Background: an optimization exercise with open tools, aiming at small area, a short achievable clock period and few clock cycles. Do not read the settings as production practice. At most, simulation tests tie the RTL to the original design; equivalence was not proved. The RTL of runs 2 to 6 was laid out without a check of its function. No activity file was given, so power comes from the tool's default toggle rates.

### design.v
package phdc_pkg;
  localparam int unsigned PosW  = 16;
  localparam int unsigned PosXW = PosW + 1;
  localparam logic [PosW-1:0] PosMax = '1;
  localparam int unsigned LenW = 15;
  localparam int unsigned WinW = 5;
  localparam int unsigned CrcW = 32;
  localparam logic [CrcW-1:0] CrcPoly = 32'hEDB8_8320;
  localparam logic [CrcW-1:0] CrcInit = 32'hFFFF_FFFF;
  localparam logic [7:0] FirstByteCrcMask = 8'hDF;
  localparam logic [PosXW-1:0] HdrCrcStart = 17'd7;
  localparam logic [PosXW-1:0] HdrEnd      = 17'd11;
  localparam logic [PosXW-1:0] CrcBytes    = 17'd4;
  localparam logic [WinW-1:0] WindowLimitRst  = 5'd31;
  localparam logic [LenW-1:0] PayloadLimitRst = 15'd512;
  typedef enum logic [0:0] {
    CfgWindowLimit  = 1'b0,
    CfgPayloadLimit = 1'b1
  } cfg_reg_e;
  typedef enum logic [2:0] {
    StOk           = 3'd0,
    StInconsistent = 3'd1,
    StNoHeader     = 3'd2,
    StType         = 3'd3,
    StWindow       = 3'd4,
    StLength       = 3'd5,
    StCrc          = 3'd6
  } status_e;
  typedef struct packed {
    status_e          status;
    logic [1:0]       pkt_type;
    logic             truncated;
    logic [WinW-1:0]  window;
    logic [LenW-1:0]  payload_length;
    logic [7:0]       seqnum;
    logic [31:0]      timestamp;
    logic [CrcW-1:0]  header_crc;
    logic [CrcW-1:0]  payload_crc;
    logic             payload_crc_checked;
  } res_t;
endpackage
import phdc_pkg::*;
module phdc_crc8 (
  input  logic [phdc_pkg::CrcW-1:0] crc_i,
  input  logic [7:0]                data_i,
  output logic [phdc_pkg::CrcW-1:0] crc_o
);
  always_comb begin
    logic [CrcW-1:0] c;
    c = crc_i ^ {{(CrcW-8){1'b0}}, data_i};
    for (int i = 0; i < 8; i++) begin
      c = (c >> 1) ^ (CrcPoly & {CrcW{c[0]}});
    end
    crc_o = c;
  end
endmodule
import phdc_pkg::*;
module phdc_parser (
  input  logic                      clk_i,
  input  logic                      rst_ni,
  input  logic                      step_i,
  input  logic [7:0]                data_i,
  input  logic                      last_i,
  input  logic [phdc_pkg::WinW-1:0] window_limit_i,
  input  logic [phdc_pkg::LenW-1:0] payload_limit_i,
  output phdc_pkg::res_t            res_o
);
  localparam logic [1:0] PhHdr = 2'd0;
  localparam logic [1:0] PhPay = 2'd1;
  localparam logic [1:0] PhTail = 2'd2;
  localparam logic [1:0] PhPast = 2'd3;
  logic [1:0]      ph_q;
  logic [LenW-1:0] cnt_q;
  logic            ci_q;
  logic            herr_q, perr_q;
  logic            l_q;
  logic [7:0]      b0_q, seq_q;
  logic [LenW-1:0] len_q;
  logic [31:0]     ts_q;
  logic [CrcW-1:0] hcrc_q;
  logic [CrcW-1:0] pc_q;    
  logic [2:0]      st_q;
  logic            chkd_q;
  logic            in_h, in_p, in_t;
  logic [3:0]      p;
  logic [3:0]      pl;
  logic            p0;
  logic [1:0]      k, j;
  logic [7:0]      ref_b;
  logic            mism;
  logic [CrcW-1:0] crc_in, crc_upd;
  logic [7:0]      crc_data;
  logic            crc_en;
  logic [LenW-1:0] cnt_inc;
  logic            plast, len_nz, chk;
  logic            hcmp, hdr_last;
  assign in_h = (ph_q == PhHdr);
  assign in_p = (ph_q == PhPay);
  assign in_t = (ph_q == PhTail);
  assign p    = cnt_q[3:0];
  assign pl   = p - {3'd0, l_q};       
  assign p0   = in_h && (p == 4'd0);
  assign k     = in_h ? (pl[1:0] + 2'd1) : cnt_q[1:0];
  assign j     = pl[1:0] + 2'd1;    
  assign ref_b = pc_q[8*(3-k) +: 8];
  assign mism  = (data_i != ref_b);
  assign crc_in   = ci_q ? CrcInit : ~pc_q;
  assign crc_data = p0 ? (data_i & FirstByteCrcMask) : data_i;
  phdc_crc8 u_crc8 (
    .crc_i  (crc_in),
    .data_i (crc_data),
    .crc_o  (crc_upd)
  );
  assign crc_en   = (in_h && p < 4'd7 + {3'd0, l_q}) || in_p;
  assign hcmp     = in_h && (p >= 4'd7 + {3'd0, l_q});
  assign hdr_last = in_h && (pl == 4'd10);
  assign cnt_inc  = cnt_q + 15'd1;
  assign plast    = (cnt_inc == len_q);
  assign len_nz   = (len_q != '0);
  assign chk      = len_nz && !b0_q[5];
  logic nohdr, inc_a, typ0, winb, lenb, inc_b, herr_e, inc_c, perr_e;
  phdc_pkg::status_e status;
  assign nohdr  = in_h && (p <= 4'd5);
  assign inc_a  = in_h && (p <= 4'd9);
  assign typ0   = (b0_q[7:6] == 2'd0);
  assign winb   = (b0_q[4:0] > window_limit_i);
  assign lenb   = (len_q > payload_limit_i);
  assign inc_b  = in_h && (p == 4'd10) && l_q;
  assign herr_e = herr_q || (hdr_last && mism);
  assign inc_c  = (in_h && len_nz) || (in_p && (!plast || chk)) ||
                  (in_t && (cnt_q[1:0] != 2'd3));
  assign perr_e = perr_q || (in_t && mism);
  always_comb begin
    if (nohdr)                status = StNoHeader;
    else if (inc_a)           status = StInconsistent;
    else if (typ0)            status = StType;
    else if (winb)            status = StWindow;
    else if (lenb)            status = StLength;
    else if (inc_b)           status = StInconsistent;
    else if (herr_e)          status = StCrc;
    else if (inc_c)           status = StInconsistent;
    else if (chk && perr_e)   status = StCrc;
    else                      status = StOk;
  end
  logic checked;
  assign checked = chk && !(nohdr || inc_a || typ0 || winb || lenb || inc_b ||
                            herr_e || inc_c);
  always_ff @(posedge clk_i or negedge rst_ni) begin
    if (!rst_ni) begin
      ph_q  <= PhHdr;
      cnt_q <= '0;
      ci_q  <= 1'b1;
    end else if (step_i) begin
      if (last_i) begin
        ph_q  <= PhHdr;
        cnt_q <= '0;
        ci_q  <= 1'b1;
      end else begin
        ci_q <= crc_en ? 1'b0 : (ci_q || hdr_last);
        unique case (ph_q)
          PhHdr: begin
            if (hdr_last) begin
              ph_q  <= len_nz ? PhPay : PhPast;
              cnt_q <= '0;
            end else begin
              cnt_q <= cnt_inc;
            end
          end
          PhPay: begin
            if (plast) begin
              ph_q  <= chk ? PhTail : PhPast;
              cnt_q <= '0;
            end else begin
              cnt_q <= cnt_inc;
            end
          end
          PhTail: begin
            if (cnt_q[1:0] == 2'd3) ph_q <= PhPast;
            cnt_q <= cnt_inc;
          end
          default: ;
        endcase
      end
    end
  end
  always_ff @(posedge clk_i) begin
    if (step_i) begin
      if (p0) begin
        b0_q   <= data_i;
        len_q  <= '0;
        seq_q  <= '0;
        ts_q   <= '0;
        hcrc_q <= '0;
      end
      if (in_h && p == 4'd1) begin
        l_q   <= data_i[7];
        len_q <= data_i[7] ? {data_i[6:0], 8'h00} : {8'h00, data_i[6:0]};
      end
      if (in_h && p == 4'd2 && l_q) len_q[7:0] <= data_i;
      if (in_h && pl == 4'd2 && !(p == 4'd2 && l_q)) seq_q <= data_i;
      if (in_h && pl >= 4'd3 && pl <= 4'd6 && p >= 4'd3) ts_q[8*j +: 8] <= data_i;
      if (crc_en) pc_q <= ~crc_upd;
      if (in_h && pl == 4'd6 && p >= 4'd6) hcrc_q <= ~crc_upd;
      herr_q <= (!p0 && herr_q) || (hcmp && mism);
      perr_q <= (!p0 && perr_q) || (in_t && mism);
      if (last_i) begin
        st_q   <= status;
        chkd_q <= checked;
      end
    end
  end
  always_comb begin
    res_o.status              = phdc_pkg::status_e'(st_q);
    res_o.pkt_type            = b0_q[7:6];
    res_o.truncated           = b0_q[5];
    res_o.window              = b0_q[4:0];
    res_o.payload_length      = len_q;
    res_o.seqnum              = seq_q;
    res_o.timestamp           = ts_q;
    res_o.header_crc          = hcrc_q;
    res_o.payload_crc         = chkd_q ? pc_q : '0;
    res_o.payload_crc_checked = chkd_q;
  end
endmodule
import phdc_pkg::*;
module packet_header_decoder_crc32_top (
  input  logic                      clk_i,
  input  logic                      rst_ni,
  input  logic                      in_valid_i,
  output logic                      in_ready_o,
  input  logic [7:0]                data_byte_i,
  input  logic                      last_byte_i,
  output logic                      out_valid_o,
  input  logic                      out_ready_i,
  output logic [2:0]                status_o,
  output logic [1:0]                pkt_type_o,
  output logic                      truncated_o,
  output logic [phdc_pkg::WinW-1:0] window_o,
  output logic [phdc_pkg::LenW-1:0] payload_length_o,
  output logic [7:0]                seqnum_o,
  output logic [31:0]               timestamp_o,
  output logic [phdc_pkg::CrcW-1:0] header_crc_o,
  output logic [phdc_pkg::CrcW-1:0] payload_crc_o,
  output logic                      payload_crc_checked_o,
  input  logic                      cfg_valid_i,
  output logic                      cfg_ready_o,
  input  logic [0:0]                cfg_index_i,
  input  logic [phdc_pkg::LenW-1:0] cfg_data_i
);
  logic            in_valid_q;
  logic [7:0]      in_data_q;
  logic            in_last_q;
  logic            out_valid_q;
  phdc_pkg::res_t  res;
  logic [WinW-1:0] window_limit_q;
  logic [LenW-1:0] payload_limit_q;
  assign in_ready_o = !out_valid_q && !(in_valid_q && in_last_q);
  always_ff @(posedge clk_i or negedge rst_ni) begin
    if (!rst_ni) begin
      in_valid_q <= 1'b0;
    end else begin
      in_valid_q <= in_valid_i && in_ready_o;
    end
  end
  always_ff @(posedge clk_i) begin
    in_data_q <= data_byte_i;
    in_last_q <= last_byte_i;
  end
  assign cfg_ready_o = 1'b1;
  always_ff @(posedge clk_i or negedge rst_ni) begin
    if (!rst_ni) begin
      window_limit_q  <= WindowLimitRst;
      payload_limit_q <= PayloadLimitRst;
    end else if (cfg_valid_i) begin
      unique case (cfg_index_i)
        CfgWindowLimit:  window_limit_q  <= cfg_data_i[WinW-1:0];
        CfgPayloadLimit: payload_limit_q <= cfg_data_i;
        default: ;
      endcase
    end
  end
  phdc_parser u_parser (
    .clk_i           (clk_i),
    .rst_ni          (rst_ni),
    .step_i          (in_valid_q),
    .data_i          (in_data_q),
    .last_i          (in_last_q),
    .window_limit_i  (window_limit_q),
    .payload_limit_i (payload_limit_q),
    .res_o           (res)
  );
  always_ff @(posedge clk_i or negedge rst_ni) begin
    if (!rst_ni) begin
      out_valid_q <= 1'b0;
    end else if (in_valid_q && in_last_q) begin
      out_valid_q <= 1'b1;
    end else if (out_ready_i) begin
      out_valid_q <= 1'b0;
    end
  end
  assign out_valid_o           = out_valid_q;
  assign status_o              = res.status;
  assign pkt_type_o            = res.pkt_type;
  assign truncated_o           = res.truncated;
  assign window_o              = res.window;
  assign payload_length_o      = res.payload_length;
  assign seqnum_o              = res.seqnum;
  assign timestamp_o           = res.timestamp;
  assign header_crc_o          = res.header_crc;
  assign payload_crc_o         = res.payload_crc;
  assign payload_crc_checked_o = res.payload_crc_checked;
endmodule
### run.sh
#!/bin/bash
# synth_recipe.tcl (not shown) runs the flow's synth.tcl, then flattens the netlist and writes it again
# the make line also repeats each setting of config.mk as NAME=value (left out here)
make -C /OpenROAD-flow-scripts/flow DESIGN_CONFIG=/design/flow/config.mk WORK_HOME=/design/flow/orfs CLKGATE_MAP_FILE= SYNTH_SCRIPT=/design/flow/synth_recipe.tcl finish
### config.mk
export PLATFORM = sky130hd
export DESIGN_NAME = packet_header_decoder_crc32_top
export DESIGN_NICKNAME = packet_header_decoder_crc32_top
export VERILOG_FILES = /design/flow/design.v
export SDC_FILE = /design/flow/constraint.sdc
export NUM_CORES = 4
export LEC_CHECK = 0
export CAP_MARGIN = 20
export CORE_MARGIN = 2
export CORE_UTILIZATION = 40
export SETUP_SLACK_MARGIN = 0.5
export SLEW_MARGIN = 20
### constraint.sdc
create_clock -name core_clock -period 11.0 [get_ports {clk_i}]
set_input_delay 2.2000 -clock core_clock [delete_from_list [all_inputs] [get_ports {clk_i}]]
set_output_delay 2.2000 -clock core_clock [all_outputs]
set_load 0.01 [all_outputs]
==> results.py, run 1 <==
metrics = {
    "grt": {
        "grt_pass1_vias": 7203,
        "antenna_found_initial": 0,
        "grt-ovfl-total": 0,
        "grt_pass1_wl_um": 41900,
        "grt_max_degree": 45,
        "grt_usage_pct": 20.9,
    },
    "setup_path": {
        "crit_type": "flop to flop",
        "cp-start-kind": "flop",
        "endpoint": "u_parser.chkd_q",
        "r2r_start": "u_parser.cnt_q[0]",
        "cpPeakStageDelay_ns": 0.64,
        "required_ns": 11.29,
        "worstPathCellList": "inv_1 > ha_1 > inv_1 > ha_1 > and2b_1 > nor2_1 > mux4_2 > xnor2_1 > nand4_1 > or4_1 > a21oi_1 > and4_1",
        "cpMaxStageDelayCell": "or4_1",
        "r2r_end": "u_parser.chkd_q",
        "cp-end-kind": "flop",
        "crit_arrival_ns": 5.03,
        "reg2reg_slack_ns": 6.26,
        "path_max_fanout": 12,
        "reg2reg_depth": 12,
        "cp-startpoint": "u_parser.cnt_q[0]",
    },
    "synth": {
        "ys_warn_count": 3,
        "yosys-top-cells-area": "edfxtp_1 (40%), dfrtp_1 (8.2%), xnor2_1 (7.6%), ha_1 (4.7%), and2_1 (3.8%)",
        "ys_seq_area_share_pct": 51.8,
        "yosysTopAreaCell": "edfxtp_1",
        "synthTopCellsByCount": "edfxtp_1 (134), xnor2_1 (87), and2_1 (61)",
        "synth.avg_cell_area_um2": 11.8,
        "ys_async_sr_fraction_pct": 21.9,
        "synth_most_common_cell": "edfxtp_1",
        "netlist_instances": 856,
        "synthDistinctLibCells": 67,
        "synth-seq-cells": 183,
        "synth_top_area_share_pct": 40.0,
        "synth_edf_count": 134,
        "synthFlopType": "edfxtp_1",
        "synth_area_um2": 10100,
        "synth_nets": 924,
    },
    "placement": {
        "place_inst": 1310,
        "placed_area_um2": 12000,
        "gp_congestion": 0.832,
        "dp_slack_ns": 6.27,
        "dpl.hpwl_um": 19500,
        "port_buffers": 162,
    },
    "finish": {
        "drive_above_1_share_pct": 8.89,
        "final_nets": 1067,
        "n_antenna_cell": 0,
        "area_growth_pct": 25.3,
        "design_area_um2": 12600,
        "final_util_pct": 50.5,
        "final_cells": 1342,
    },
    "power_and_ir_drop": {
        "ir_drop_uv": 191,
        "p_sw_share_pct": 38.9,
        "total_power_mw": 3.98,
        "p_comb_share_pct": 50.7,
        "p_int_mw": 2.43,
        "pwr-share-seq_pct": 33.2,
        "switchingPower_mw": 1.55,
        "power_leakage_nw": 4.64,
        "pwr-share-clk_pct": 16.1,
        "power_density_nw_per_um2": 315,
    },
    "clock_tree": {
        "clockRootBuffer": "clkbuf_16",
        "clock_latency_ns": 0.43,
        "clk_pin_slew_ns": 0.06,
        "postCtsSetupBuffers": 0,
        "cts_tree": "done",
        "htreeDepth": 4,
        "numCtsBuffers": 17,
        "holdBufCountCts": 0,
        "cts-resized-gates": 0,
        "clock_sinks": 183,
        "clockBufferDepth": 2,
    },
    "drt": {
        "first_pass_iters": 5,
        "wl_um": 27200,
        "vias": 7149,
        "wire_per_inst_um": 20.3,
        "drt_iter0_markers": 484,
        "antenna_left": 0,
        "via_per_inst": 5.33,
        "remaining_drc_errors": 0,
    },
    "sta": {
        "setup_violations": 0,
        "worst_slew_pin_slew_ns": 1.01,
        "post-route-period-util_pct": 43.1,
        "hold-worst-slack_ns": 0.504,
        "rsz0062_at_grt": "no",
        "max_freq_mhz": 211,
        "final_hold_viol_count": 0,
        "fin_ws_ns": 6.26,
        "timing.slew.headroom_pct": 32.2,
        "final.setup.tns_ns": 0,
        "skew_ns": 0.0178,
        "drv_slew": 0,
        "min_period_ns": 4.74,
    },
    "die": {
        "die_x_um": 163,
        "die_y_um": 163,
        "die_area_um2": 26400,
        "rows": 58,
        "initial_core_util_pct": 40.3,
        "io_pins": 164,
        "coreArea_um2": 25000,
    },
    "min_path": {
        "hold_path_class": "flop to flop",
    },
    "outcome": {
        "status": "finished clean",
    },
    "run": {
        "cap_violations": 0,
    },
}
==> registers in the layout, indices dropped and copies added (netlist names), 2 cells and up <==
register         count
u_parser.st_q        3
u_parser.ph_q        2
u_parser.ts_q       32
u_parser.seq_q       8
u_parser.cnt_q      15
u_parser.len_q      15
u_parser.hcrc_q     32
u_parser.b0_q        8
u_parser.pc_q       32
payload_limit_q     15
window_limit_q       5
in_data_q            8
==> layout by cell type (no fill, tap or decap), drive strengths merged, types with 24 or more instances in the layout <==
| cell | netlist | layout |
|---|---|---|
| edfxtp | 134 | 134 |
| inv | 37 | 41 |
| xnor2 | 91 | 91 |
| nor2b | 45 | 45 |
| a22o | 34 | 34 |
| nand2 | 41 | 41 |
| and2 | 61 | 61 |
| dfrtp | 33 | 33 |
| a21oi | 24 | 24 |
| clkdlybuf4s50 | 0 | 161 |
| ha | 38 | 38 |
| o21ai | 24 | 24 |
==> metal layers <==
| metal | vias to the layer above | global-route usage, % | part of all wire, % |
|---|---|---|---|
| met3 | 19 | 4.10 | 4.0 |
| li1 | 3377 | - | - |
| met2 | 169 | 36.8 | 51 |
| met5 | - | 0 | 0 |
| met4 | 0 | 4.83 | 1.1 |
| met1 | 3584 | 26.5 | 44 |
==> how the worst min path moves through the flow <==
stage,startpoint,end,slack (ns),cells past startpoint
final,u_parser.cnt_q[14],u_parser.cnt_q[14],0.50,1
after global placement,u_parser.cnt_q[14],u_parser.cnt_q[14],0.48,1
after floorplan,in_data_q[0],u_parser.b0_q[0],0.40,0
after detailed placement,payload_limit_q[10],payload_limit_q[10],0.49,1
after global routing,payload_limit_q[2],payload_limit_q[2],0.53,1
after CTS,u_parser.cnt_q[14],u_parser.cnt_q[14],0.51,1
==> cells by family after synthesis <==
group | Yosys count | share of synthesized area (%)
AO/OA/AOI/OAI | 144 | 10.6
flip-flops | 183 | 51.8
adder cells (fa/ha/maj) | 38 | 4.73
other | 1 | 0.0373
multiplexers | 24 | 3.38
XOR/XNOR | 109 | 9.94
buffers and inverters | 82 | 3.35
AND/OR/NAND/NOR | 275 | 16.2
==> final cells by class <==
type	count	area, um2
clock inverters	9	100
inverters	37	139
flip-flops and latches	183	5220
multi-input cells	591	4540
fillers	2247	12400
well taps	330	413
repair buffers	169	1690
clock buffers	23	512
==> power groups by stage <==
stage                     sequential, mW  clock (mW)  combinational (mW)
after floorplan                     1.25           0                1.42
after global placement              1.34           0                2.00
after detailed placement            1.33           0                2.01
after CTS                           1.32       0.648                2.03
after global routing                1.34       0.674                2.20
final                               1.32       0.638                2.02
==> critical path, delay by kind of cell, from the launching register on <==
kind,cells,cell delay (ns)
adder cells (fa/ha/maj),2,0.96
AND/OR/NAND/NOR,5,1.68
flip-flops,1,0.56
AO/OA/AOI/OAI,1,0.23
multiplexers,1,0.59
XOR/XNOR,1,0.15
buffers and inverters,2,0.43
Testbench counts, summed over its fixed seeds: cycles 160,438.
==> inputs of run 2 (changes only) <==
--- a/design.v
+++ b/design.v
@@ -67,4 +67,4 @@
 );
-  localparam logic [1:0] PhHdr = 2'd0;
-  localparam logic [1:0] PhPay = 2'd1;
+  localparam logic [1:0] PhHdr  = 2'd0;
+  localparam logic [1:0] PhPay  = 2'd1;
   localparam logic [1:0] PhTail = 2'd2;
@@ -72,4 +72,5 @@
   logic [1:0]      ph_q;
-  logic [LenW-1:0] cnt_q;
-  logic            ci_q;
+  logic [LenW-1:0] cnt_q;    
+  logic [1:0]      bi_q;     
+  logic            ci_q;     
   logic            herr_q, perr_q;
@@ -80,3 +81,3 @@
   logic [CrcW-1:0] hcrc_q;
-  logic [CrcW-1:0] pc_q;    
+  logic [CrcW-1:0] pc_q;     
   logic [2:0]      st_q;
@@ -84,7 +85,5 @@
   logic            in_h, in_p, in_t;
-  logic [3:0]      p;
-  logic [3:0]      pl;
-  logic            p0;
-  logic [1:0]      k, j;
-  logic [7:0]      ref_b;
+  logic [3:0]      n;
+  logic            p0, p1, p2l, pseq, pts, prx, pcrc, phc, hdr_last;
+  logic [7:0]      dz, ref_b;
   logic            mism;
@@ -92,6 +91,4 @@
   logic [7:0]      crc_data;
-  logic            crc_en;
-  logic [LenW-1:0] cnt_inc;
+  logic            crc_en, bi_en;
   logic            plast, len_nz, chk;
-  logic            hcmp, hdr_last;
   assign in_h = (ph_q == PhHdr);
@@ -99,8 +96,13 @@
   assign in_t = (ph_q == PhTail);
-  assign p    = cnt_q[3:0];
-  assign pl   = p - {3'd0, l_q};       
-  assign p0   = in_h && (p == 4'd0);
-  assign k     = in_h ? (pl[1:0] + 2'd1) : cnt_q[1:0];
-  assign j     = pl[1:0] + 2'd1;    
-  assign ref_b = pc_q[8*(3-k) +: 8];
+  assign n    = cnt_q[3:0];
+  assign p0       = in_h && (n == 4'd1);
+  assign p1       = in_h && (n == 4'd2);
+  assign p2l      = in_h && (n == 4'd3) && l_q;
+  assign pseq     = in_h && (l_q ? (n == 4'd4) : (n == 4'd3));
+  assign pts      = in_h && (l_q ? (n >= 4'd5 && n <= 4'd8) : (n >= 4'd4 && n <= 4'd7));
+  assign prx      = in_h && (l_q ? (n >= 4'd9) : (n >= 4'd8));
+  assign pcrc     = in_h && (l_q ? (n <= 4'd8) : (n <= 4'd7));
+  assign phc      = in_h && (l_q ? (n == 4'd8) : (n == 4'd7));
+  assign hdr_last = prx && (bi_q == 2'd3);
+  assign ref_b = pc_q[8*(3-bi_q) +: 8];
   assign mism  = (data_i != ref_b);
@@ -113,13 +115,12 @@
   );
-  assign crc_en   = (in_h && p < 4'd7 + {3'd0, l_q}) || in_p;
-  assign hcmp     = in_h && (p >= 4'd7 + {3'd0, l_q});
-  assign hdr_last = in_h && (pl == 4'd10);
-  assign cnt_inc  = cnt_q + 15'd1;
-  assign plast    = (cnt_inc == len_q);
-  assign len_nz   = (len_q != '0);
-  assign chk      = len_nz && !b0_q[5];
+  assign crc_en = pcrc || in_p;
+  assign bi_en  = pts || prx || in_t;
+  assign plast  = (cnt_q == len_q);
+  assign len_nz = (len_q != '0);
+  assign chk    = len_nz && !b0_q[5];
+  assign dz = p0 ? 8'h00 : data_i;
   logic nohdr, inc_a, typ0, winb, lenb, inc_b, herr_e, inc_c, perr_e;
   phdc_pkg::status_e status;
-  assign nohdr  = in_h && (p <= 4'd5);
-  assign inc_a  = in_h && (p <= 4'd9);
+  assign nohdr  = in_h && (n <= 4'd6);
+  assign inc_a  = in_h && (n <= 4'd10);
   assign typ0   = (b0_q[7:6] == 2'd0);
@@ -127,6 +128,6 @@
   assign lenb   = (len_q > payload_limit_i);
-  assign inc_b  = in_h && (p == 4'd10) && l_q;
+  assign inc_b  = in_h && (n == 4'd11) && l_q;
   assign herr_e = herr_q || (hdr_last && mism);
   assign inc_c  = (in_h && len_nz) || (in_p && (!plast || chk)) ||
-                  (in_t && (cnt_q[1:0] != 2'd3));
+                  (in_t && (bi_q != 2'd3));
   assign perr_e = perr_q || (in_t && mism);
@@ -150,3 +151,4 @@
       ph_q  <= PhHdr;
-      cnt_q <= '0;
+      cnt_q <= 15'd1;
+      bi_q  <= 2'd0;
       ci_q  <= 1'b1;
@@ -155,3 +157,4 @@
         ph_q  <= PhHdr;
-        cnt_q <= '0;
+        cnt_q <= 15'd1;
+        bi_q  <= 2'd0;
         ci_q  <= 1'b1;
@@ -159,25 +162,11 @@
         ci_q <= crc_en ? 1'b0 : (ci_q || hdr_last);
-        unique case (ph_q)
-          PhHdr: begin
-            if (hdr_last) begin
-              ph_q  <= len_nz ? PhPay : PhPast;
-              cnt_q <= '0;
-            end else begin
-              cnt_q <= cnt_inc;
-            end
-          end
-          PhPay: begin
-            if (plast) begin
-              ph_q  <= chk ? PhTail : PhPast;
-              cnt_q <= '0;
-            end else begin
-              cnt_q <= cnt_inc;
-            end
-          end
-          PhTail: begin
-            if (cnt_q[1:0] == 2'd3) ph_q <= PhPast;
-            cnt_q <= cnt_inc;
-          end
-          default: ;
-        endcase
+        if (bi_en) bi_q <= bi_q + 2'd1;
+        if (hdr_last) begin
+          cnt_q <= 15'd1;
+        end else if (in_h || in_p) begin
+          cnt_q <= cnt_q + 15'd1;
+        end
+        if (hdr_last) ph_q <= len_nz ? PhPay : PhPast;
+        if (in_p && plast) ph_q <= chk ? PhTail : PhPast;
+        if (in_t && bi_q == 2'd3) ph_q <= PhPast;
       end
@@ -187,19 +176,13 @@
     if (step_i) begin
-      if (p0) begin
-        b0_q   <= data_i;
-        len_q  <= '0;
-        seq_q  <= '0;
-        ts_q   <= '0;
-        hcrc_q <= '0;
+      if (p0) b0_q <= data_i;
+      if (p1) l_q <= data_i[7];
+      if (p0 || p1) len_q[14:8] <= dz[7] ? dz[6:0] : 7'd0;
+      if (p0 || p1 || p2l) len_q[7:0] <= (p1 && data_i[7]) ? 8'h00 : {dz[7] && !p1, dz[6:0]};
+      if (p0 || pseq) seq_q <= dz;
+      for (int b = 0; b < 4; b++) begin
+        if (p0 || (pts && bi_q == 2'(b))) ts_q[8*b +: 8] <= dz;
       end
-      if (in_h && p == 4'd1) begin
-        l_q   <= data_i[7];
-        len_q <= data_i[7] ? {data_i[6:0], 8'h00} : {8'h00, data_i[6:0]};
-      end
-      if (in_h && p == 4'd2 && l_q) len_q[7:0] <= data_i;
-      if (in_h && pl == 4'd2 && !(p == 4'd2 && l_q)) seq_q <= data_i;
-      if (in_h && pl >= 4'd3 && pl <= 4'd6 && p >= 4'd3) ts_q[8*j +: 8] <= data_i;
       if (crc_en) pc_q <= ~crc_upd;
-      if (in_h && pl == 4'd6 && p >= 4'd6) hcrc_q <= ~crc_upd;
-      herr_q <= (!p0 && herr_q) || (hcmp && mism);
+      if (p0 || phc) hcrc_q <= p0 ? 32'h0 : ~crc_upd;
+      herr_q <= (!p0 && herr_q) || (prx && mism);
       perr_q <= (!p0 && perr_q) || (in_t && mism);
==> run 2 against run 1 <==
Effect of this change:
- total power fell by 18%
- area after synthesis fell by 7.3%
- die area fell by 7.1%
- critical path depth fell by 10
- non-clock buffer count fell by 2
- flip-flop and latch count rose by 2
- via count fell by 15%
- largest cell class unchanged
- final area fell by 6.0%
- critical endpoint is now payload_crc_o[0]
- clock-buffer cell count fell by 4
- sequential power fell by 5%
- fmax rose by 7.8%
==> results.py, run 2 <==
metrics = {
    "outcome": {
        "status": "finished clean",
    },
    "setup_path": {
        "crit_arrival_ns": 2.20,
        "cpMaxStageDelayCell": "edfxtp_1",
        "path_max_fanout": 33,
        "cp-end-kind": "output port",
        "required_ns": 8.80,
        "worstPathCellList": "and2_1 > clkdlybuf4s50_1",
        "crit_type": "flop to output port",
        "reg2reg_depth": 6,
        "reg2reg_slack_ns": 8.09,
        "r2r_start": "u_parser.ci_q",
        "cp-start-kind": "flop",
        "cpPeakStageDelay_ns": 0.98,
        "r2r_end": "u_parser.pc_q[21]",
    },
    "finish": {
        "final_cell_mix": "clkdlybuf4s50_1 (161), edfxtp_1 (134), xnor2_1 (89)",
        "fill_cells": 2006,
        "layout_commonest_cell": "clkdlybuf4s50_1",
        "area_growth_pct": 27.1,
        "final_nets": 958,
        "top_regs": "u_parser.hcrc_q (32), u_parser.pc_q (32), u_parser.ts_q (32)",
        "final_cells": 1226,
        "drive_above_1_share_pct": 9.32,
    },
    "placement": {
        "port_buffers": 162,
        "dpl.hpwl_um": 17000,
        "place_inst": 1193,
        "dp_slack_ns": 7.01,
        "gp_congestion": 0.843,
    },
    "clock_tree": {
        "clock_latency_ns": 0.43,
        "postCtsSetupBuffers": 0,
        "clockRootBuffer": "clkbuf_16",
        "clock_sinks": 185,
        "clk_pin_slew_ns": 0.06,
        "cts_tree": "done",
        "htreeDepth": 4,
        "numCtsBuffers": 17,
        "clockBufferDepth": 2,
        "cts-resized-gates": 0,
        "holdBufCountCts": 0,
    },
    "drt": {
        "wire_per_inst_um": 19.6,
        "drt_iter0_markers": 308,
        "first_pass_iters": 5,
        "via_per_inst": 4.97,
        "antenna_left": 0,
        "vias": 6089,
        "wl_um": 24000,
        "remaining_drc_errors": 0,
    },
    "die": {
        "die_y_um": 157,
        "initial_core_util_pct": 41.0,
        "io_pins": 164,
        "coreArea_um2": 22800,
        "rows": 55,
        "die_x_um": 157,
        "die_area_um2": 24600,
    },
    "min_path": {
        "hold_path_class": "flop to flop",
        "min_to": "window_limit_q[4]",
        "worstHoldStart": "window_limit_q[4]",
        "holdPathStages": 2,
    },
    "grt": {
        "grt_pass1_wl_um": 36800,
        "grt_max_degree": 49,
        "grt_usage_pct": 20.2,
        "grt-ovfl-total": 0,
        "grt_pass1_vias": 6261,
        "antenna_found_initial": 1,
    },
    "sta": {
        "drv_slew": 0,
        "max_freq_mhz": 227,
        "post-route-period-util_pct": 40.0,
        "worst_slew_pin_slew_ns": 1.03,
        "setup_violations": 0,
        "timing.slew.headroom_pct": 31.3,
        "hold-worst-slack_ns": 0.511,
        "skew_ns": 0.0125,
        "min_period_ns": 4.40,
        "final.setup.tns_ns": 0,
        "final_hold_viol_count": 0,
        "fin_ws_ns": 6.60,
        "rsz0062_at_grt": "no",
    },
    "run": {
        "cap_violations": 0,
    },
    "power_and_ir_drop": {
        "power_leakage_nw": 4.34,
        "ir_drop_uv": 145,
        "power_density_nw_per_um2": 275,
        "total_power_mw": 3.26,
    },
    "synth": {
        "netlist_instances": 744,
        "synth_most_common_cell": "edfxtp_1",
        "synth_nets": 803,
        "ys_warn_count": 3,
        "synth.avg_cell_area_um2": 12.5,
        "ys_async_sr_fraction_pct": 22.7,
        "synthFlopType": "edfxtp_1",
        "ys_seq_area_share_pct": 56.4,
        "synthTopCellsByCount": "edfxtp_1 (134), xnor2_1 (89), and2_1 (83)",
        "synth_edf_count": 134,
        "yosys-top-cells-area": "edfxtp_1 (43%), dfrtp_1 (9.1%), xnor2_1 (8.4%), and2_1 (5.6%), ha_1 (3.9%)",
        "synth_top_area_share_pct": 43.1,
        "synth_area_um2": 9330,
        "yosysTopAreaCell": "edfxtp_1",
        "synthDistinctLibCells": 60,
        "synth-seq-cells": 185,
    },
}
## run 2: where the power goes
group	internal [mW]	total, mW	switching, mW
clock	0.337	0.607	0.271
sequential	1.08	1.25	0.174
combinational	0.720	1.40	0.683
total	2.13	3.26	1.13
## run 2: routing by layer
metal  up-vias  track usage, %  wire (um)
li1       2904               -          -
met1      3024            26.3      10500
met2       150            34.5      12200
met3        11            4.60       1170
met4         0            4.06        161
met5         -               0          0
## run 2: how the worst max path moves through the flow
| stage | from | endpoint | slack (ns) | cells past startpoint |
|---|---|---|---|---|
| 2_1_floorplan | cfg_index_i[0] | payload_limit_q[10] | 7.80 | 3 |
| 3_3_place_gp | u_parser.chkd_q | payload_crc_o[13] | 7.07 | 2 |
| 3_5_place_dp | u_parser.chkd_q | payload_crc_o[21] | 7.01 | 2 |
| 4_1_cts | u_parser.chkd_q | payload_crc_o[21] | 6.53 | 2 |
| 5_1_grt | u_parser.chkd_q | payload_crc_o[21] | 6.42 | 2 |
| 6_report | u_parser.chkd_q | payload_crc_o[0] | 6.60 | 2 |
## run 2: critical path: cells and delay by family (launching register included)
| family | cells | cell delay [ns] |
|---|---|---|
| simple gates | 1 | 0.24 |
| buf+inv | 1 | 0.55 |
| flops | 1 | 0.98 |
## run 2: logic make-up after synthesis
kind of cell,share of synthesized area [%]
xor+xnor,13.1
mux,4.31
other cells,0.0402
fa+ha+maj,3.89
flops,56.4
simple gates,14.6
buf+inv,2.66
compound gates,4.94
## run 2: final cells by class
type / instances / area, um2 / share of cell area (%)
repair buffers: 167 / 1660 / 14.0
diodes: 1 / 2.50 / 0.0211
clock buffers: 19 / 433 / 3.65
well taps: 313 / 392 / 3.30
flip-flops and latches: 185 / 5270 / 44.4
inverters: 33 / 124 / 1.05
clock inverters: 13 / 143 / 1.20
multi-input cells: 495 / 3840 / 32.4
## run 2: through the flow
stage | instance area, um2 | utilization [%]
after global placement | 11300 | 49.5
after global routing | 11800 | 52.0
after floorplan | 9330 | -
after detailed placement | 11300 | 49.5
final | 11900 | 52.0
after CTS | 11800 | 52.0
==> inputs of run 3 (changes only) <==
==> flow/run.sh (new file) <==
#!/bin/bash
# Standard ORFS layout, with the port buffers made from the smallest buffer cell.
set -euo pipefail
export BUFFER_PORTS_ARGS="-buffer_cell sky130_fd_sc_hd__buf_1"
bash standard.sh > orfs_make.log 2>&1
==> standard.sh (new file) <==
#!/bin/bash
# synth_recipe.tcl (not shown) runs the flow's synth.tcl, then flattens the netlist and writes it again
# the make line also repeats each setting of config.mk as NAME=value (left out here)
make -C /OpenROAD-flow-scripts/flow DESIGN_CONFIG=/design/flow/config.mk WORK_HOME=/design/flow/orfs CLKGATE_MAP_FILE= SYNTH_SCRIPT=/design/flow/synth_recipe.tcl "${@:-finish}"
removed: run.sh
==> run 3 against run 2 <==
Effect of this change:
- still clean on timing, DRC and antenna
- register-to-register slack better by 0.04 ns
- via count is 0.71% higher
- synthesized cell count stayed put
- critical path depth stayed put
- fmax is 9.3% higher
- critical path type unchanged
- largest cell class unchanged
==> results.py, run 3 <==
metrics = {
    "synth": {
        "synthMuxAreaShare_pct": 4.31,
        "synth_compound_area_share_pct": 4.94,
        "ys_async_sr_fraction_pct": 22.7,
        "synth_edf_count": 134,
        "synth_fa_ha_area_share_pct": 3.89,
        "synth_top_area_share_pct": 43.1,
        "synthTopCellsByCount": "edfxtp_1 (134), xnor2_1 (89), and2_1 (83)",
        "synth-xor-area-share_pct": 13.1,
        "synth_simple_gate_area_share_pct": 14.6,
        "synth_most_common_cell": "edfxtp_1",
        "synthDistinctLibCells": 60,
        "synth_area_um2": 9330,
        "netlist_instances": 744,
        "ys_warn_count": 3,
        "synth.avg_cell_area_um2": 12.5,
        "synth_top_family_by_area": "simple AND/OR/NAND/NOR gates",
        "synth-seq-cells": 185,
        "yosysTopAreaCell": "edfxtp_1",
        "synthFlopType": "edfxtp_1",
        "yosys-top-cells-area": "edfxtp_1 (43%), dfrtp_1 (9.1%), xnor2_1 (8.4%), and2_1 (5.6%), ha_1 (3.9%)",
        "ys_seq_area_share_pct": 56.4,
        "synth_nets": 803,
    },
    "drt": {
        "remaining_drc_errors": 0,
        "first_pass_iters": 5,
        "vias": 6132,
        "via_per_inst": 5.00,
        "wire_per_inst_um": 19.0,
        "antenna_left": 0,
        "wl_um": 23300,
        "drt_iter0_markers": 386,
    },
    "clock_tree": {
        "clock_latency_ns": 0.44,
        "clk_pin_slew_ns": 0.07,
        "clock_sinks": 185,
        "htreeDepth": 4,
        "clockBufferDepth": 2,
        "cts-resized-gates": 0,
        "postCtsSetupBuffers": 0,
        "holdBufCountCts": 0,
        "numCtsBuffers": 17,
        "cts_tree": "done",
        "clockRootBuffer": "clkbuf_16",
    },
    "die": {
        "die_x_um": 157,
        "io_pins": 164,
        "rows": 55,
        "coreArea_um2": 22800,
        "die_area_um2": 24600,
        "die_y_um": 157,
        "initial_core_util_pct": 41.0,
    },
    "grt": {
        "grt_max_degree": 49,
        "grt_pass1_wl_um": 35600,
        "grt_pass1_vias": 6122,
        "grt_usage_pct": 19.6,
        "antenna_found_initial": 0,
        "grt-ovfl-total": 0,
    },
    "power_and_ir_drop": {
        "pwr-share-clk_pct": 19.9,
        "power_leakage_nw": 3.94,
        "switchingPower_mw": 1.13,
        "power_density_nw_per_um2": 290,
        "pwr-share-seq_pct": 39.8,
        "p_int_mw": 2.02,
        "p_comb_share_pct": 40.3,
        "ir_drop_uv": 154,
        "p_sw_share_pct": 35.9,
        "total_power_mw": 3.15,
    },
    "finish": {
        "drive_above_1_share_pct": 9.64,
        "layout_commonest_cell": "buf_1",
        "n_antenna_cell": 0,
        "top_regs": "u_parser.hcrc_q (32), u_parser.pc_q (32), u_parser.ts_q (32)",
        "area_growth_pct": 16.4,
        "final_cell_mix": "buf_1 (161), edfxtp_1 (134), xnor2_1 (89)",
        "final_nets": 959,
    },
    "placement": {
        "port_buffers": 162,
        "dpl.hpwl_um": 16700,
        "gp_congestion": 0.812,
    },
    "sta": {
        "hold-worst-slack_ns": 0.511,
        "final_hold_viol_count": 0,
        "min_period_ns": 4.02,
        "skew_ns": 0.00936,
        "drv_slew": 0,
        "final.setup.tns_ns": 0,
        "max_freq_mhz": 248,
        "post-route-period-util_pct": 36.6,
        "worst_slew_pin_slew_ns": 0.953,
        "timing.slew.headroom_pct": 36.4,
        "rsz0062_at_grt": "no",
        "setup_violations": 0,
    },
    "setup_path": {
        "crit_arrival_ns": 1.82,
        "path_max_fanout": 33,
        "cp-end-kind": "output port",
        "crit_type": "flop to output port",
        "required_ns": 8.80,
        "cp-start-kind": "flop",
    },
    "run": {
        "cap_violations": 0,
    },
    "outcome": {
        "status": "finished clean",
    },
    "min_path": {
        "hold_path_class": "flop to flop",
    },
}
[run 3: cell types whose count changed in the layout (fill, tap and decap cells not counted), sizes merged]
cell,change
diode,-1
buf,+161
clkdlybuf4s50,-161
clkbuf,-1
clkinvlp,-4
clkinv,+2
inv,+4
[run 3: cell type report]
cell class                      instances  area (um2)
Timing Repair Buffer                  168         654
Clock inverter                         15         164
Fill cell                            2119       11900
Tap cell                              313         392
Sequential cell                       185        5270
Clock buffer                           17         425
Multi-Input combinational cell        495        3840
Inverter                               33         124
[run 3: worst max-delay path: stages, from the launching register on]
cell,delay [ns]
edfxtp_1,0.98
and2_1,0.24
buf_1,0.16
[run 3: final timing paths]
kind / startpoint / to / slack, ns / cells past startpoint
min: payload_limit_q[12] / payload_limit_q[12] / 0.51 / 1
min in group asynchronous: rst_ni / u_parser.cnt_q[5] / 1.84 / 2
min reg2reg: payload_limit_q[12] / payload_limit_q[12] / 0.51 / 1
max: u_parser.chkd_q / payload_crc_o[21] / 6.98 / 2
max reg2reg: u_parser.ci_q / u_parser.hcrc_q[21] / 8.13 / 6
max in group asynchronous: rst_ni / window_limit_q[1] / 8.76 / 2
[run 3: cells by family after synthesis]
group | count (synthesis)
mux | 28
other cells | 1
flops | 185
buf+inv | 64
xor+xnor | 121
simple gates | 247
fa+ha+maj | 29
compound gates | 69
[run 3: power by group through the flow]
stage          clock network [mW]  registers (mW)  logic (mW)
2_1_floorplan                   0            1.20       0.978
3_3_place_gp                    0            1.27        1.26
3_5_place_dp                    0            1.27        1.28
4_1_cts                     0.635            1.26        1.29
5_1_grt                     0.659            1.28        1.42
6_report                    0.625            1.25        1.27
[run 3: layer usage]
| metal | GRT usage, % | wire length (um) | vias up |
|---|---|---|---|
| met4 | 7.86 | 661 | 0 |
| met2 | 32.8 | 11400 | 169 |
| met5 | 0 | 0 | - |
| met3 | 3.43 | 1030 | 36 |
| met1 | 25.2 | 10300 | 3019 |
| li1 | - | - | 2908 |
[run 3: through the flow]
step	setup slack (ns)	instance area, um2	util (%)	cells
2_1_floorplan	7.80	9330	-	744
3_3_place_gp	7.46	10300	45.1	1194
3_5_place_dp	7.40	10300	45.1	1194
4_1_cts	6.92	10900	47.7	1226
5_1_grt	6.84	10900	47.7	1226
6_report	6.98	10900	47.7	1226
==> inputs of run 4 (changes only) <==
--- a/design.v
+++ b/design.v
@@ -184,3 +184,4 @@
       end
-      if (crc_en) pc_q <= ~crc_upd;
+      if (last_i && !checked) pc_q <= '0;
+      else if (crc_en)        pc_q <= ~crc_upd;
       if (p0 || phc) hcrc_q <= p0 ? 32'h0 : ~crc_upd;
@@ -203,3 +204,3 @@
     res_o.header_crc          = hcrc_q;
-    res_o.payload_crc         = chkd_q ? pc_q : '0;
+    res_o.payload_crc         = pc_q;
     res_o.payload_crc_checked = chkd_q;
@@ -239,3 +240,4 @@
   logic [LenW-1:0] payload_limit_q;
-  assign in_ready_o = !out_valid_q && !(in_valid_q && in_last_q);
+  logic in_ready_q, out_valid_d;
+  assign in_ready_o = in_ready_q;
   always_ff @(posedge clk_i or negedge rst_ni) begin
@@ -243,4 +245,6 @@
       in_valid_q <= 1'b0;
+      in_ready_q <= 1'b1;
     end else begin
       in_valid_q <= in_valid_i && in_ready_o;
+      in_ready_q <= !out_valid_d && !(in_valid_i && in_ready_o && last_byte_i);
     end
@@ -274,2 +278,3 @@
   );
+  assign out_valid_d = (in_valid_q && in_last_q) || (out_valid_q && !out_ready_i);
   always_ff @(posedge clk_i or negedge rst_ni) begin
@@ -277,6 +282,4 @@
       out_valid_q <= 1'b0;
-    end else if (in_valid_q && in_last_q) begin
-      out_valid_q <= 1'b1;
-    end else if (out_ready_i) begin
-      out_valid_q <= 1'b0;
+    end else begin
+      out_valid_q <= out_valid_d;
     end
==> flow/run.sh (replaced) <==
#!/bin/bash
# Standard ORFS layout (standard.sh, with the standard synthesis), except:
#  - the port buffers are made from the smallest buffer cell;
set -euo pipefail
MARGIN=$(cat flow/setup_margin.txt)
export BUFFER_PORTS_ARGS="-buffer_cell sky130_fd_sc_hd__buf_1"
sed -E "s/SETUP_SLACK_MARGIN=[^ ]+/SETUP_SLACK_MARGIN=${MARGIN}/" standard.sh > standard_margin.sh
bash standard.sh synth > synth_make.log 2>&1
bash standard_margin.sh > layout_make.log 2>&1
==> flow/setup_margin.txt (new file) <==
7.6
==> run 4 against run 3 <==
Effect of this change:
- still clean on timing, DRC and antenna
- hold slack lost 0.0025 ns
- final area shrank 0.54%
- final cell count shrank 1.4%
- global-route usage barely moved
- clock skew grew 0.0047 ns
- clock power up 2%
- via count grew 0.83%
- critical endpoint is now payload_length_o[2]
- highest routed layer unchanged
==> results.py, run 4 <==
metrics = {
    "outcome": {
        "status": "finished clean",
    },
    "die": {
        "io_pins": 164,
        "coreArea_um2": 22700,
        "initial_core_util_pct": 40.7,
        "rows": 55,
        "die_area_um2": 24400,
        "die_y_um": 156,
        "die_x_um": 156,
    },
    "synth": {
        "ys_seq_area_share_pct": 57.2,
        "ys_warn_count": 3,
        "synth_most_common_cell": "edfxtp_1",
        "synth.avg_cell_area_um2": 12.3,
        "synth_nets": 809,
        "synthFlopType": "edfxtp_1",
        "synthTopCellsByCount": "edfxtp_1 (134), xnor2_1 (84), nor2_1 (75)",
        "synthDistinctLibCells": 63,
        "synth_area_um2": 9250,
        "netlist_instances": 751,
        "synth_top_area_share_pct": 43.5,
        "yosys-top-cells-area": "edfxtp_1 (43%), dfrtp_1 (9.2%), xnor2_1 (8.0%), ha_1 (3.8%), nor2_1 (3.0%)",
        "yosysTopAreaCell": "edfxtp_1",
        "ys_async_sr_fraction_pct": 23.1,
        "synth-seq-cells": 186,
        "synth_edf_count": 134,
    },
    "placement": {
        "dpl.hpwl_um": 16800,
        "gp_congestion": 0.816,
        "port_buffers": 162,
    },
    "drt": {
        "drt_iter0_markers": 363,
        "remaining_drc_errors": 0,
        "first_pass_iters": 5,
        "antenna_left": 0,
        "via_per_inst": 5.11,
        "wl_um": 23700,
        "vias": 6183,
        "wire_per_inst_um": 19.6,
    },
    "grt": {
        "grt_pass1_wl_um": 35800,
        "grt_max_degree": 44,
        "grt_usage_pct": 19.6,
        "grt_pass1_vias": 6108,
        "antenna_found_initial": 0,
        "grt-ovfl-total": 0,
    },
    "setup_path": {
        "crit_family": "flip-flops",
        "reg2reg_slack_ns": 7.84,
        "worstPathCellList": "buf_1",
        "reg2reg_depth": 9,
        "crit_type": "flop to output port",
        "cpPeakStageDelay_ns": 0.51,
        "required_ns": 8.80,
        "cp-start-kind": "flop",
        "crit_arrival_ns": 1.13,
        "r2r_start": "u_parser.len_q[13]",
        "cpMaxStageDelayCell": "edfxtp_1",
        "path_max_fanout": 4,
        "crit_buf_inv": 1,
        "cp-end-kind": "output port",
        "r2r_end": "u_parser.pc_q[16]",
    },
    "clock_tree": {
        "clk_pin_slew_ns": 0.07,
        "cts_tree": "done",
        "numCtsBuffers": 17,
        "htreeDepth": 4,
        "clock_latency_ns": 0.43,
        "clockBufferDepth": 2,
        "clock_sinks": 186,
        "holdBufCountCts": 0,
        "clockRootBuffer": "clkbuf_16",
    },
    "finish": {
        "top_regs": "u_parser.hcrc_q (32), u_parser.pc_q (32), u_parser.ts_q (32)",
        "n_antenna_cell": 0,
        "final_nets": 969,
        "layout_commonest_cell": "buf_1",
        "drive_above_1_share_pct": 10.8,
        "area_growth_pct": 16.7,
        "final_cell_mix": "buf_1 (161), edfxtp_1 (134), xnor2_1 (84)",
        "fill_cells": 2121,
        "final_util_pct": 47.6,
    },
    "sta": {
        "hold-worst-slack_ns": 0.508,
        "skew_ns": 0.0141,
        "min_period_ns": 3.33,
        "timing.slew.headroom_pct": 36.1,
        "rsz0062_at_grt": "no",
        "final.setup.tns_ns": 0,
        "post-route-period-util_pct": 30.3,
        "final_hold_viol_count": 0,
        "setup_violations": 0,
        "worst_slew_pin_slew_ns": 0.956,
        "drv_slew": 0,
        "max_freq_mhz": 300,
    },
    "min_path": {
        "min_to": "payload_limit_q[2]",
        "worstHoldStart": "payload_limit_q[2]",
        "hold_path_class": "flop to flop",
        "holdPathStages": 1,
    },
    "power_and_ir_drop": {
        "power_leakage_nw": 4.06,
        "power_density_nw_per_um2": 268,
        "ir_drop_uv": 193,
    },
    "run": {
        "cap_violations": 0,
    },
}
[run 4: cell families (layout without fill, tap and decap cells)]
kind of cell	count (synthesis)	after routing	synth area share (%)
compound gates	114	114	7.75
xor+xnor	124	124	13.1
fa+ha+maj	28	28	3.79
buf+inv	67	240	2.89
flops	186	186	57.2
mux	25	25	4.02
other cells	1	1	0.0405
simple gates	206	206	11.3
[run 4: where the power goes]
group,switching (mW),total [mW],internal [mW]
Sequential,0.142,1.14,0.994
Combinational,0.634,1.12,0.487
Clock,0.292,0.636,0.344
[run 4: layout make-up]
cell class,instances,area [um2],share of cell area [%]
Clock buffer,17,425,3.94
Clock inverter,15,178,1.64
Inverter,33,124,1.15
Multi-Input combinational cell,498,3720,34.4
Sequential cell,186,5290,49.0
Tap cell,285,357,3.30
Timing Repair Buffer,175,707,6.54
[run 4: stage by stage]
step                      area (um2)  setup slack (ns)  total power, mW  instances
after floorplan                 9260              7.80             1.93        751
after global placement         10100              7.70             2.25       1170
after detailed placement       10100              7.67             2.27       1170
after CTS                      10800              7.61             2.92       1204
after global routing           10800              7.62             3.06       1209
final                          10800              7.67             2.89       1209
[run 4: worst max-delay path by stage]
stage / start / slack, ns / cells after the start / endpoint
2_1_floorplan: u_parser.len_q[14] / 7.80 / 7 / u_parser.pc_q[0]
3_3_place_gp: cfg_index_i[0] / 7.70 / 3 / payload_limit_q[7]
3_5_place_dp: cfg_index_i[0] / 7.67 / 3 / payload_limit_q[10]
4_1_cts: u_parser.pc_q[7] / 7.61 / 1 / payload_crc_o[7]
5_1_grt: u_parser.len_q[6] / 7.62 / 1 / payload_length_o[6]
6_report: u_parser.len_q[2] / 7.67 / 1 / payload_length_o[2]
[run 4: layer usage]
metal  GRT usage, %  vias up  part of all wire (%)
li1               -     2968                     -
met1           24.5     3055                    42
met2           34.4      145                    51
met3           4.89       15                   5.3
met4           4.24        0                   1.2
met5              0        -                     0
[run 4: timing repair]
item                                    in CTS  in global routing
endpoints found under the setup margin       2                  2
setup buffers                                2                  5
gates cloned                                 0                  0
resized for setup                            0                  0
hold endpoints to repair                     0                  0
==> inputs of run 5 (changes only) <==
==> flow/setup_margin.txt (replaced) <==
7.0
==> run 5 against run 4 <==
Effect of this change:
- setup slack got worse by 0.16 ns
- combinational power barely moved
- non-clock buffer count fell by 7
- flip-flop and latch count did not move
- utilization fell by 0.42 points
- clock skew fell by 0.0016 ns
- global-route usage rose by 0.45 points
- total power fell by 1.7%
- critical path depth rose by 8
- sequential share of layout area rose by 0.44 points
- fmax fell by 4.6%
==> results.py, run 5 <==
metrics = {
    "finish": {
        "drive_above_1_share_pct": 9.81,
        "area_growth_pct": 15.7,
        "n_antenna_cell": 0,
        "seq_area_um2": 5290,
        "final_util_pct": 47.1,
        "final_cell_mix": "buf_1 (161), edfxtp_1 (134), xnor2_1 (84)",
        "layout_commonest_cell": "buf_1",
        "fill_cells": 2127,
        "multiInputGateArea_um2": 3730,
        "design_area_um2": 10700,
        "final_nets": 962,
        "top_regs": "u_parser.hcrc_q (32), u_parser.pc_q (32), u_parser.ts_q (32)",
    },
    "sta": {
        "fin_ws_ns": 7.51,
        "drv_slew": 0,
        "min_period_ns": 3.49,
        "timing.slew.headroom_pct": 25.6,
        "skew_ns": 0.0125,
        "post-route-period-util_pct": 31.8,
        "max_freq_mhz": 286,
        "rsz0062_at_grt": "no",
        "setup_violations": 0,
        "final_hold_viol_count": 0,
        "final.setup.tns_ns": 0,
        "worst_slew_pin_slew_ns": 1.11,
    },
    "setup_path": {
        "r2r_end": "u_parser.pc_q[21]",
        "r2r_start": "payload_limit_q[9]",
        "required_ns": 11.05,
        "reg2reg_slack_ns": 7.51,
        "crit_type": "flop to flop",
        "cpMaxStageDelayCell": "a21boi_4",
        "endpoint": "u_parser.pc_q[21]",
        "cpPeakStageDelay_ns": 0.95,
        "reg2reg_depth": 9,
        "worstPathCellList": "inv_1 > ha_1 > nand4_1 > or2_1 > a221o_1 > o211a_2 > o21ai_2 > buf_4 > a21boi_4",
        "path_max_fanout": 34,
        "cp-startpoint": "payload_limit_q[9]",
        "cp-end-kind": "flop",
        "cp-start-kind": "flop",
        "crit_arrival_ns": 3.54,
    },
    "clock_tree": {
        "clockBufferDepth": 2,
        "clock_sinks": 186,
        "cts_tree": "done",
        "clockRootBuffer": "clkbuf_16",
        "holdBufCountCts": 0,
        "postCtsSetupBuffers": 0,
        "numCtsBuffers": 17,
        "cts-resized-gates": 0,
        "clk_pin_slew_ns": 0.07,
        "clock_latency_ns": 0.44,
        "htreeDepth": 4,
    },
    "synth": {
        "synth-xor-area-share_pct": 13.1,
        "netlist_instances": 751,
        "synth_fa_ha_area_share_pct": 3.79,
        "synthFlopType": "edfxtp_1",
        "synth_nets": 809,
        "synthTopCellsByCount": "edfxtp_1 (134), xnor2_1 (84), nor2_1 (75)",
        "yosysTopAreaCell": "edfxtp_1",
        "synth.avg_cell_area_um2": 12.3,
        "ys_async_sr_fraction_pct": 23.1,
        "synthMuxAreaShare_pct": 4.02,
        "synth_most_common_cell": "edfxtp_1",
        "synth_simple_gate_area_share_pct": 11.3,
        "yosys-top-cells-area": "edfxtp_1 (43%), dfrtp_1 (9.2%), xnor2_1 (8.0%), ha_1 (3.8%), nor2_1 (3.0%)",
        "synth_top_area_share_pct": 43.5,
        "synth_edf_count": 134,
        "ys_seq_area_share_pct": 57.2,
        "ys_warn_count": 3,
        "synthDistinctLibCells": 63,
        "synth-seq-cells": 186,
        "synth_compound_area_share_pct": 7.75,
        "synth_top_family_by_area": "XOR/XNOR gates",
        "synth_area_um2": 9250,
    },
    "die": {
        "rows": 55,
        "die_area_um2": 24400,
        "io_pins": 164,
        "coreArea_um2": 22700,
        "die_y_um": 156,
        "die_x_um": 156,
        "initial_core_util_pct": 40.7,
    },
    "placement": {
        "gp_congestion": 0.797,
        "dpl.hpwl_um": 17500,
        "dp_slack_ns": 7.50,
        "placed_area_um2": 10100,
        "port_buffers": 162,
    },
    "min_path": {
        "hold_path_class": "flop to flop",
    },
    "grt": {
        "grt_usage_pct": 20.0,
        "grt_max_degree": 44,
        "grt-ovfl-total": 0,
        "antenna_found_initial": 0,
        "grt_pass1_wl_um": 36400,
        "grt_pass1_vias": 6161,
    },
    "run": {
        "cap_violations": 0,
    },
    "drt": {
        "via_per_inst": 5.26,
        "wl_um": 24000,
        "drt_iter0_markers": 451,
        "antenna_left": 0,
        "remaining_drc_errors": 0,
        "vias": 6328,
        "wire_per_inst_um": 20.0,
        "first_pass_iters": 4,
    },
    "power_and_ir_drop": {
        "power_leakage_nw": 4.02,
        "power_density_nw_per_um2": 266,
        "ir_drop_uv": 237,
    },
    "outcome": {
        "status": "finished clean",
    },
}
[run 5: worst min path at each step]
stage	from	endpoint	slack, ns	cells after the start
2_1_floorplan	in_data_q[0]	u_parser.b0_q[0]	0.40	0
3_3_place_gp	payload_limit_q[14]	payload_limit_q[14]	0.49	1
3_5_place_dp	payload_limit_q[8]	payload_limit_q[8]	0.50	1
4_1_cts	payload_limit_q[8]	payload_limit_q[8]	0.51	1
5_1_grt	payload_limit_q[13]	payload_limit_q[13]	0.53	1
6_report	payload_limit_q[12]	payload_limit_q[12]	0.51	1
[run 5: cells by family after synthesis]
kind of cell	count (synthesis)
flops	186
other cells	1
compound gates	114
fa+ha+maj	28
simple gates	206
xor+xnor	124
mux	25
buf+inv	67
[run 5: power by group]
group          internal, mW  total, mW  switching [mW]
clock                 0.318      0.588           0.270
sequential            0.995       1.15           0.153
combinational         0.479       1.11           0.627
total                  1.79       2.84            1.05
[run 5: critical path: cells and delay by family (launching register included)]
kind | cells | cell delay (ns)
flip-flops | 1 | 0.53
adder cells (fa/ha/maj) | 1 | 0.30
AO/OA/AOI/OAI | 4 | 1.51
buffers and inverters | 2 | 0.40
AND/OR/NAND/NOR | 2 | 0.34
[run 5: area by class of cell]
class	count	area share, %
Multi-Input combinational cell	498	34.8
Tap cell	285	3.33
Clock inverter	8	0.549
Sequential cell	186	49.4
Clock buffer	24	4.62
Timing Repair Buffer	168	6.11
Inverter	33	1.16
[run 5: per-stage QoR]
stage / total power [mW] / instances / hold WS [ns]
floorplan: 1.93 / 751 / 0.403
detailed placement: 2.28 / 1170 / 0.498
CTS: 2.87 / 1202 / 0.513
global route: 3.01 / 1202 / 0.529
global placement: 2.26 / 1170 / 0.490
finish: 2.84 / 1202 / 0.511
[run 5: routing by layer]
| layer | track usage [%] | vias to the layer above | share of wire (%) |
|---|---|---|---|
| met3 | 4.39 | 20 | 5.6 |
| met1 | 25.9 | 3178 | 42 |
| met4 | 5.07 | 0 | 1.3 |
| met2 | 34.2 | 174 | 51 |
| li1 | - | 2956 | - |
| met5 | 0 | - | 0 |
==> inputs of run 6 (changes only) <==
==> flow/setup_margin.txt (replaced) <==
8.0
==> run 6 against run 5 <==
Effect of this change:
- highest routed layer is now met5
- clock-buffer cell count down 7
- sequential share of layout area is 4.0 points lower
- hold slack got worse by 0.0028 ns
- critical path type is now flop to output port
- combinational power rose by 17%
- fmax increased by 5.9%
- still clean on timing, DRC and antenna
- first-iteration DRC count rose by 15%
==> results.py, run 6 <==
metrics = {
    "setup_path": {
        "required_ns": 8.80,
        "cpPeakStageDelay_ns": 0.50,
        "cp-start-kind": "flop",
        "cp-end-kind": "output port",
        "crit_arrival_ns": 1.10,
        "crit_type": "flop to output port",
        "worstPathCellList": "buf_1",
        "crit_buf_inv": 1,
        "crit_family": "flip-flops",
        "cpMaxStageDelayCell": "edfxtp_1",
        "cp-startpoint": "u_parser.pc_q[8]",
        "path_max_fanout": 2,
        "r2r_start": "u_parser.len_q[10]",
    },
    "outcome": {
        "status": "finished clean",
    },
    "finish": {
        "area_growth_pct": 26.0,
        "top_regs": "u_parser.hcrc_q (32), u_parser.pc_q (32), u_parser.ts_q (32)",
        "drive_above_1_share_pct": 29.7,
        "n_antenna_cell": 0,
        "layout_commonest_cell": "edfxtp_1",
        "final_cell_mix": "edfxtp_1 (134), clkbuf_2 (87), buf_4 (85)",
        "design_area_um2": 11700,
        "final_nets": 1045,
    },
    "die": {
        "initial_core_util_pct": 40.7,
        "die_area_um2": 24400,
        "rows": 55,
        "die_x_um": 156,
        "coreArea_um2": 22700,
        "io_pins": 164,
        "die_y_um": 156,
    },
    "synth": {
        "synth-seq-cells": 186,
        "ys_warn_count": 3,
        "ys_async_sr_fraction_pct": 23.1,
        "synth_area_um2": 9250,
        "yosys-top-cells-area": "edfxtp_1 (43%), dfrtp_1 (9.2%), xnor2_1 (8.0%), ha_1 (3.8%), nor2_1 (3.0%)",
        "synth.avg_cell_area_um2": 12.3,
        "synth_top_area_share_pct": 43.5,
        "synth_nets": 809,
        "synthDistinctLibCells": 63,
        "synth_most_common_cell": "edfxtp_1",
        "synth_edf_count": 134,
        "synthTopCellsByCount": "edfxtp_1 (134), xnor2_1 (84), nor2_1 (75)",
        "ys_seq_area_share_pct": 57.2,
        "synthFlopType": "edfxtp_1",
        "yosysTopAreaCell": "edfxtp_1",
        "netlist_instances": 751,
    },
    "drt": {
        "vias": 6687,
        "remaining_drc_errors": 0,
        "wire_per_inst_um": 19.7,
        "antenna_left": 0,
        "wl_um": 25300,
        "drt_iter0_markers": 518,
        "first_pass_iters": 5,
        "via_per_inst": 5.20,
    },
    "run": {
        "cap_violations": 0,
    },
    "sta": {
        "skew_ns": 0.0128,
        "rsz0062_at_grt": "yes",
        "final_hold_viol_count": 0,
        "final.setup.tns_ns": 0,
        "timing.slew.headroom_pct": 39.1,
        "worst_slew_pin_slew_ns": 0.912,
        "fin_ws_ns": 7.70,
        "post-route-period-util_pct": 30.0,
        "min_period_ns": 3.30,
        "setup_violations": 0,
        "max_freq_mhz": 303,
        "drv_slew": 0,
    },
    "clock_tree": {
        "numCtsBuffers": 17,
        "clockBufferDepth": 2,
        "clock_sinks": 186,
        "cts_tree": "done",
        "clk_pin_slew_ns": 0.07,
        "htreeDepth": 4,
        "clockRootBuffer": "clkbuf_16",
        "clock_latency_ns": 0.43,
    },
    "power_and_ir_drop": {
        "p_comb_share_pct": 42.6,
        "p_int_mw": 1.96,
        "power_density_nw_per_um2": 263,
        "ir_drop_uv": 181,
        "total_power_mw": 3.06,
        "switchingPower_mw": 1.10,
        "p_sw_share_pct": 36.0,
        "pwr-share-clk_pct": 21.0,
        "pwr-share-seq_pct": 36.4,
        "power_leakage_nw": 4.83,
    },
    "min_path": {
        "hold_path_class": "flop to flop",
        "worstHoldStart": "payload_limit_q[8]",
    },
    "placement": {
        "gp_congestion": 0.826,
        "dp_slack_ns": 7.50,
        "dpl.hpwl_um": 17400,
        "port_buffers": 162,
        "placed_area_um2": 10200,
    },
    "grt": {
        "grt_usage_pct": 20.9,
        "grt_pass1_wl_um": 37800,
        "grt_max_degree": 44,
        "antenna_found_initial": 1,
        "grt_pass1_vias": 6586,
        "grt-ovfl-total": 0,
    },
}
run 6: cell types whose count changed in the layout (fill, tap and decap cells not counted), sizes merged:
cell	previous run	this run
a21boi	3	4
buf	167	163
bufinv	0	3
clkbuf	25	104
clkinv	3	4
clkinvlp	0	2
inv	38	39
run 6: final cells by class:
class,instances,area [um2]
timing repair buffer,250,1500
inverter,33,124
multi-input combinational,499,3770
clock buffer,17,425
fill,2030,11100
tap,285,357
sequential,186,5300
clock inverter,15,188
run 6: worst paths after layout:
kind | to | slack (ns) | cells past startpoint
max in group asynchronous | u_parser.bi_q[1] | 8.73 | 2
setup reg to reg | u_parser.pc_q[0] | 8.14 | 11
hold / removal | payload_limit_q[8] | 0.51 | 1
hold reg to reg | payload_limit_q[8] | 0.51 | 1
min in group asynchronous | u_parser.cnt_q[7] | 1.85 | 2
setup / recovery | payload_crc_o[8] | 7.70 | 1
run 6: kinds of logic after synthesis:
group | count (synthesis) | share of synthesized area (%)
adders and majority gates | 28 | 3.79
AOI/OAI and AO/OA | 114 | 7.75
other | 1 | 0.0405
buffers and inverters | 67 | 2.89
xor gates and xnor gates | 124 | 13.1
muxes | 25 | 4.02
and+or+nand+nor | 206 | 11.3
DFF | 186 | 57.2
run 6: power groups by stage:
stage	combinational, mW	clock (mW)	sequential, mW
final	1.30	0.642	1.12
after CTS	1.25	0.653	1.11
after detailed placement	1.11	0	1.16
after global routing	1.42	0.681	1.13
after global placement	1.10	0	1.16
after floorplan	0.804	0	1.13
run 6: what timing repair did:
action	in CTS	in global routing
gates cloned	1	0
pin swaps	0	1
setup buffers	58	22
hold buffers	0	0
gates resized for setup	42	99
setup endpoints to repair	177	179
run 6: metrics by stage:
stage	hold slack [ns]	utilization, %	instances
2_1_floorplan	0.403	-	751
3_3_place_gp	0.490	44.7	1171
3_5_place_dp	0.494	44.7	1171
4_1_cts	0.510	49.8	1262
5_1_grt	0.515	51.3	1285
6_report	0.508	51.3	1285
run 6: layer usage:
| layer | part of all wire (%) | up-vias | global-route usage (%) |
|---|---|---|---|
| met5 | 0.028 | - | 0 |
| met4 | 1.8 | 2 | 5.72 |
| met3 | 6.0 | 36 | 5.22 |
| met2 | 50 | 222 | 35.5 |
| met1 | 42 | 3297 | 26.6 |
| li1 | - | 3130 | - |

-- what the ideal ports hide --
How much do the figures lean on ideal ports? The routed layouts below were timed once more, with nothing changed but the port constraints. Step 1 (the two cells are an assumption about what drives the block):
set clk [get_ports {clk_i}]
set_driving_cell -lib_cell sky130_fd_sc_hd__clkbuf_16 $clk
set_driving_cell -lib_cell sky130_fd_sc_hd__buf_2 [delete_from_list [all_inputs] $clk]
Step 2, shift: input delay + t, output delay - t, t = (earliest + latest rising clock arrival at the registers) / 2. This alone moves slack from input paths to output paths. a / b / c = ideal ports / drivers / drivers and shift; a / b = the first two.
| run | t, ns | slack for setup (ns) | latest minus earliest clock arrival (ns) | worst data-port slew with drivers (ns) | pins driven straight from the clock port |
|---|---|---|---|---|---|
| run 1 | 0.476 | 6.260 / 6.260 / 6.260 | 0.019 / 0.019 | 0.04 | 1 |
| run 2 | 0.470 | 6.602 / 6.555 / 7.025 | 0.012 / 0.012 | 0.08 | 1 |
| run 3 | 0.477 | 6.975 / 6.931 / 7.409 | 0.010 / 0.009 | 0.06 | 1 |
| run 4 | 0.471 | 7.665 / 7.619 / 7.690 | 0.016 / 0.016 | 0.04 | 1 |
| run 5 | 0.480 | 7.506 / 7.491 / 7.506 | 0.012 / 0.013 | 0.04 | 1 |
| run 6 | 0.471 | 7.700 / 7.654 / 7.740 | 0.013 / 0.013 | 0.05 | 1 |
After both steps setup and hold are still met in every run listed.
